Context: an optimization exercise on an open-source flow, tuned for small area, a short achievable clock period and few clock cycles per item. The choices shown serve that exercise and are no tape-out recipe.
Function was checked by simulation only, so behaviour that the tests miss may differ from the original.
No activity file was given, so power comes from the tool's default toggle rates.

== run A ==
Design fpu_mult_arb, start of the top module:
module fpu_mult_arb
#(
   parameter int NUM_REQ = 4
)(
   input  logic                    clk,
   input  logic                    rst,
   input  logic [NUM_REQ-1:0]      req_valid,
   output logic [NUM_REQ-1:0]      req_ready,
   input  logic [NUM_REQ*FP_W-1:0] req_a,
   input  logic [NUM_REQ*FP_W-1:0] req_b,
   output logic [NUM_REQ-1:0]      rsp_valid,
   input  logic [NUM_REQ-1:0]      rsp_ready,
   output logic [FP_W-1:0]         rsp_data,
   output logic                    busy
);
   localparam int NC = MULT_CUT_W;
   logic [3:0]  r_ptr;       
   logic        r_v1;        
   logic [3:0]  r_rdy;       
   logic [1:0]  r_f;         
   logic [3:0]  r_o0, r_o1;  
   logic        r_wp;        
   logic        r_rp;        
   logic [3:0]  r_rv;        
   logic        r_busy;
   logic [22:0] r1_ma;
   logic [MULT_B_W-1:0] r1_bs;    
   logic [7:0]  r1_e;
   logic        r1_s;
   logic [NC-1:0] r2_cut;
   logic [7:0]  r2_e, r2_e1;      
   logic        r2_s;
   logic [31:0] r_d0, r_d1;   
   wire [3:0] w_own1 = {r_ptr[0], r_ptr[3:1]};
   logic [31:0] w_a, w_b;
   always_comb begin
      w_a = '0;
      w_b = '0;
      for (int i = 0; i < 4; i++) begin
         w_a = w_a | (req_a[i*32 +: 32] & {32{r_ptr[i]}});
         w_b = w_b | (req_b[i*32 +: 32] & {32{r_ptr[i]}});
      end
   end
   logic [MULT_B_W-1:0] w_bs;
   fpu_mult_pre u_pre (.mb(w_b[22:0]), .bs(w_bs));
   logic [NC-1:0] w_cut;
   fpu_mult_sa u_sa (.ma(r1_ma), .bs(r1_bs), .cut(w_cut));
   logic [24:0] w_hi;
   fpu_mult_sb u_sb (.cut(r2_cut), .hi(w_hi));
   wire [31:0] w_res = w_hi[24] ? {r2_s, r2_e1, w_hi[23:1]} : {r2_s, r2_e, w_hi[22:0]};
   wire       w_taken = |(r_rv & rsp_ready);
   wire       w_acc   = |r_rdy;
   wire [1:0] w_wr    = {w_acc & r_wp, w_acc & ~r_wp};
  ...
Size: roughly 320 flip-flops, ~310 I/O pins, ~25000 um^2 of cells after synthesis.
Settings: LEC_CHECK=0, CAP_MARGIN=20, CORE_MARGIN=2, CORE_UTILIZATION=40, SLEW_MARGIN=20, SYNTH_HIERARCHICAL=1, SYNTH_MINIMUM_KEEP_SIZE=0; clock period 9.0 ns.
standard.sh (not shown) runs the stock make flow with config.mk's settings and CLKGATE_MAP_FILE= SYNTH_SCRIPT=/design/flow/synth_recipe.tcl, a recipe that flattens the netlist after the stock synthesis.
==> flow/flow/run.sh <==
#!/bin/bash
# Layout flow: the standard layout (standard.sh: the standard synthesis,
# floorplan, power grid, placement, CTS and routing, all unchanged) with two
# settings of how the layout is made:
#   - every input and output port still gets its own buffer, but a
#     sky130_fd_sc_hd__buf_1 instead of the delay cell buffer_ports picks;
set -euo pipefail
MARGIN=5.0
cd "$(dirname "$0")/.."
bash standard.sh "BUFFER_PORTS_ARGS=-buffer_cell sky130_fd_sc_hd__buf_1" \
   "SETUP_SLACK_MARGIN=$MARGIN" finish > standard.log 2>&1
Run A went all the way through the flow, and no timing, DRC or antenna check failed.
Testbench counts of run A, summed over its fixed seeds: cycles 3,224, items 3,200.
Relative to run A, the following input files were edited for run B:
# run A
export LEC_CHECK = 0
export CAP_MARGIN = 20
export CORE_MARGIN = 2
export CORE_UTILIZATION = 40
export SLEW_MARGIN = 20
export SYNTH_HIERARCHICAL = 1
export SYNTH_MINIMUM_KEEP_SIZE = 0
create_clock -name core_clock -period 9.0 [get_ports {clk}]
# run B
export LEC_CHECK = 0
export CAP_MARGIN = 20
export CORE_MARGIN = 2
export CORE_UTILIZATION = 40
export CTS_BUF_LIST = sky130_fd_sc_hd__clkbuf_4 sky130_fd_sc_hd__clkbuf_8
export CTS_CLUSTER_SIZE = 30
export SLEW_MARGIN = 20
export SYNTH_HIERARCHICAL = 1
export SYNTH_MINIMUM_KEEP_SIZE = 0
create_clock -name core_clock -period 9.0 [get_ports {clk}]
-- flow/flow/run.sh --
<<< run A, line 6
#     sky130_fd_sc_hd__buf_1 instead of the delay cell buffer_ports picks;
set -euo pipefail
MARGIN=5.0
cd "$(dirname "$0")/.."
bash standard.sh "BUFFER_PORTS_ARGS=-buffer_cell sky130_fd_sc_hd__buf_1" \
>>> run B, line 6
#     sky130_fd_sc_hd__buf_1 instead of the delay cell buffer_ports picks;
set -euo pipefail
MARGIN=5.5
cd "$(dirname "$0")/.."
bash standard.sh "BUFFER_PORTS_ARGS=-buffer_cell sky130_fd_sc_hd__buf_1" \
On instance area after placement, run A and run B are basically level. Run B vs. run A: clock skew went up 0.0031 ns, largest net degree at the start of global routing fell by 1.5%, sequential share of layout area decreased by 0.72 points relative to the old numbers. [run B] arrival time reported for the critical path endpoint fell 2.30 ns relative to run A. The layout clock buffer count in run B was higher than what run A gave. Re flop-to-flop setup slack: run A and run B aren't equal, and the higher value belongs to run B.
## Diff of input files: run C against run B
# run B
export LEC_CHECK = 0
export CAP_MARGIN = 20
export CORE_MARGIN = 2
export CORE_UTILIZATION = 40
export CTS_BUF_LIST = sky130_fd_sc_hd__clkbuf_4 sky130_fd_sc_hd__clkbuf_8
export CTS_CLUSTER_SIZE = 30
export SLEW_MARGIN = 20
export SYNTH_HIERARCHICAL = 1
export SYNTH_MINIMUM_KEEP_SIZE = 0
create_clock -name core_clock -period 9.0 [get_ports {clk}]
# run C
export LEC_CHECK = 0
export CAP_MARGIN = 20
export CORE_MARGIN = 2
export CORE_UTILIZATION = 40
export SLEW_MARGIN = 20
export SYNTH_HIERARCHICAL = 1
export SYNTH_MINIMUM_KEEP_SIZE = 0
create_clock -name core_clock -period 9.0 [get_ports {clk}]
Results
Of run C and run B, the run reporting the lower maximum vdd ir drop was run C. Delta (run C minus run B): first-iteration DRC count now sits higher; utilization now larger. Changes observed in run C relative to run B: flip-flop and latch count held, number of buffers added for setup after CTS went down 1, buffer levels on the longest clock path held, power went up about 0.75%, average routed wire per standard cell went up 0.15 um. Final worst-path setup slack delta (run B -> run C): insignificant. Routed wire length, run C vs run B: down slightly.

========
exp/nickel:
Another version of the RTL of fpu_mult_arb (not shown whole).
Size: roughly 2,000 cells after synthesis, about 310 flip-flops, about 310 I/O pins, ~24,000 sq um of cells after synthesis.
export LEC_CHECK = 0
export CAP_MARGIN = 20
export CORE_MARGIN = 2
export CORE_UTILIZATION = 60
export CTS_BUF_LIST = sky130_fd_sc_hd__clkbuf_4 sky130_fd_sc_hd__clkbuf_8
export CTS_CLUSTER_SIZE = 30
export SLEW_MARGIN = 20
export SYNTH_HIERARCHICAL = 1
export SYNTH_MINIMUM_KEEP_SIZE = 0
create_clock -name core_clock -period 9.0 [get_ports {clk}]
==> flow/flow/run.sh <==
#!/bin/bash
# Layout flow: the standard layout (standard.sh: the standard synthesis,
# floorplan, power grid, placement, CTS and routing, all unchanged) with two
# settings of how the layout is made:
#   - every input and output port still gets its own buffer, but a
#     sky130_fd_sc_hd__buf_1 instead of the delay cell buffer_ports picks;
set -euo pipefail
MARGIN=5.8
cd "$(dirname "$0")/.."
bash standard.sh "BUFFER_PORTS_ARGS=-buffer_cell sky130_fd_sc_hd__buf_1" \
   "SETUP_SLACK_MARGIN=$MARGIN" finish > standard.log 2>&1
Testbench counts of exp/nickel, summed over its fixed seeds: cycles 3,232, items 3,200.
Input-level comparison between exp/sierra and exp/nickel:
- CTS_CLUSTER_SIZE removed (was 30)
- CAP_MARGIN changed from 20 to 0
- SLEW_MARGIN changed from 20 to 0
- TNS_END_PERCENT newly set to 0
- CTS_BUF_LIST removed (was sky130_fd_sc_hd__clkbuf_4 sky130_fd_sc_hd__clkbuf_8)
--- a/flow/flow/run.sh
+++ b/flow/flow/run.sh
@@ -6,5 +6,5 @@
 #     sky130_fd_sc_hd__buf_1 instead of the delay cell buffer_ports picks;
 set -euo pipefail
-MARGIN=5.8
+MARGIN=5.7
 cd "$(dirname "$0")/.."
 bash standard.sh "BUFFER_PORTS_ARGS=-buffer_cell sky130_fd_sc_hd__buf_1" \
- exp/sierra has completed all stages; timing, DRC and antenna checks passed.
- Wire length, exp/sierra vs exp/nickel: down by more than 10%
- Comparing exp/nickel and exp/sierra, the lower setup slack after layout is on exp/sierra.
- Diff exp/nickel -> exp/sierra: ratio of cells with drive above 1 in the final layout went down by 2.9 points; global placement routability congestion went down by 8.7%.
Input changes introduced in exp/harbor (baseline for comparison: exp/sierra):
- TNS_END_PERCENT no longer set, was 0
- CAP_MARGIN now 20, was 0
- SLEW_MARGIN now 20, was 0
--- a/flow/flow/run.sh
+++ b/flow/flow/run.sh
@@ -6,5 +6,5 @@
 #     sky130_fd_sc_hd__buf_1 instead of the delay cell buffer_ports picks;
 set -euo pipefail
-MARGIN=5.7
+MARGIN=5.8
 cd "$(dirname "$0")/.."
 bash standard.sh "BUFFER_PORTS_ARGS=-buffer_cell sky130_fd_sc_hd__buf_1" \
==> run summary <==
exp/harbor finished end to end and its layout was clean on timing, DRC and antenna.
A worst-path cell with the longest stage delay of sky130_fd_sc_hd__dfxtp_2 is what exp/sierra shows, while sky130_fd_sc_hd__dfxtp_4 belongs to exp/harbor.
The total power of exp/harbor falls short of that of exp/sierra by about 2%.
Per the comparison of exp/harbor with exp/sierra, headroom to the max-slew limit saw an increase, highest clock rate saw an increase.
Measured against each other, exp/harbor and exp/sierra differ in wire length per cell, the lower figure coming from exp/sierra.
In the flow results for exp/harbor and exp/sierra, the proportion of cell area spent on the clock network is smaller on exp/harbor.
exp/harbor gives less clock-buffer cell count than exp/sierra did.
Edits applied to the flow inputs when going from exp/harbor to exp/zinc:
- setting ABC_AREA to 1 for the first time
- changing CAP_MARGIN from 20 to 0
- setting TNS_END_PERCENT to 0 for the first time
- changing SLEW_MARGIN from 20 to 0
Results
A dominant combinational cell family by area after synthesis of simple AND/OR/NAND/NOR gates is what exp/zinc shows, while adder cells belongs to exp/harbor. When exp/zinc is measured against exp/harbor, its sequential-cell power consumption turns out about 5% higher. Against exp/harbor, exp/zinc comes in 36 lower on number of resized instances in the post-cts repair step. For the via count, exp/zinc came in about 50% higher than exp/harbor did. The run showing the greater final critical-path share of the clock period is exp/zinc. Summary of exp/zinc over exp/harbor: setup slack at placement down 0.10 ns, total power up 0.00030 W, combinational logic power up 48%, setup slack down 0.040 ns, gate count of the mapped netlist up 1,832.

## what the ideal ports hide
The results above use ideal ports. As a check the final layouts listed here were re-extracted and re-timed, cells and wires unchanged. Step 1, drivers: a clkbuf_16 drives clk and a buf_2 each remaining input, both assumed. Step 2 adds t to the input delays and takes it off the output delays; t is the mean of the earliest and latest rising clock arrival at the registers after step 1. Input paths then give back, and output paths get back, about the clock's delay inside the block. Slacks: ideal ports / drivers / drivers and shift; pairs: ideal ports / drivers.
| run | t (ns) | setup WS [ns] | worst setup path after step 2 | latest minus earliest clock arrival (ns) |
|---|---|---|---|---|
| run A | 0.601 | 5.144 / 5.144 / 4.957 | input to register | 0.028 / 0.028 |
| run B | 0.706 | 5.363 / 5.306 / 5.198 | input to register | 0.030 / 0.031 |
| run C | 0.620 | 5.360 / 5.336 / 5.206 | input to register | 0.022 / 0.022 |
| exp/nickel | 0.700 | 5.796 / 5.796 / 5.407 | input to register | 0.033 / 0.033 |
| exp/sierra | 0.605 | 5.674 / 5.674 / 5.351 | input to register | 0.028 / 0.028 |
| exp/harbor | 0.603 | 5.801 / 5.801 / 5.445 | input to register | 0.018 / 0.017 |
| exp/zinc | 0.627 | 5.761 / 5.761 / 5.531 | input to register | 0.016 / 0.016 |
After both steps setup and hold are still met in every run listed. The setup slack of exp/nickel, which loses most, moves by 0.000 ns with the drivers and by -0.389 ns with both steps.
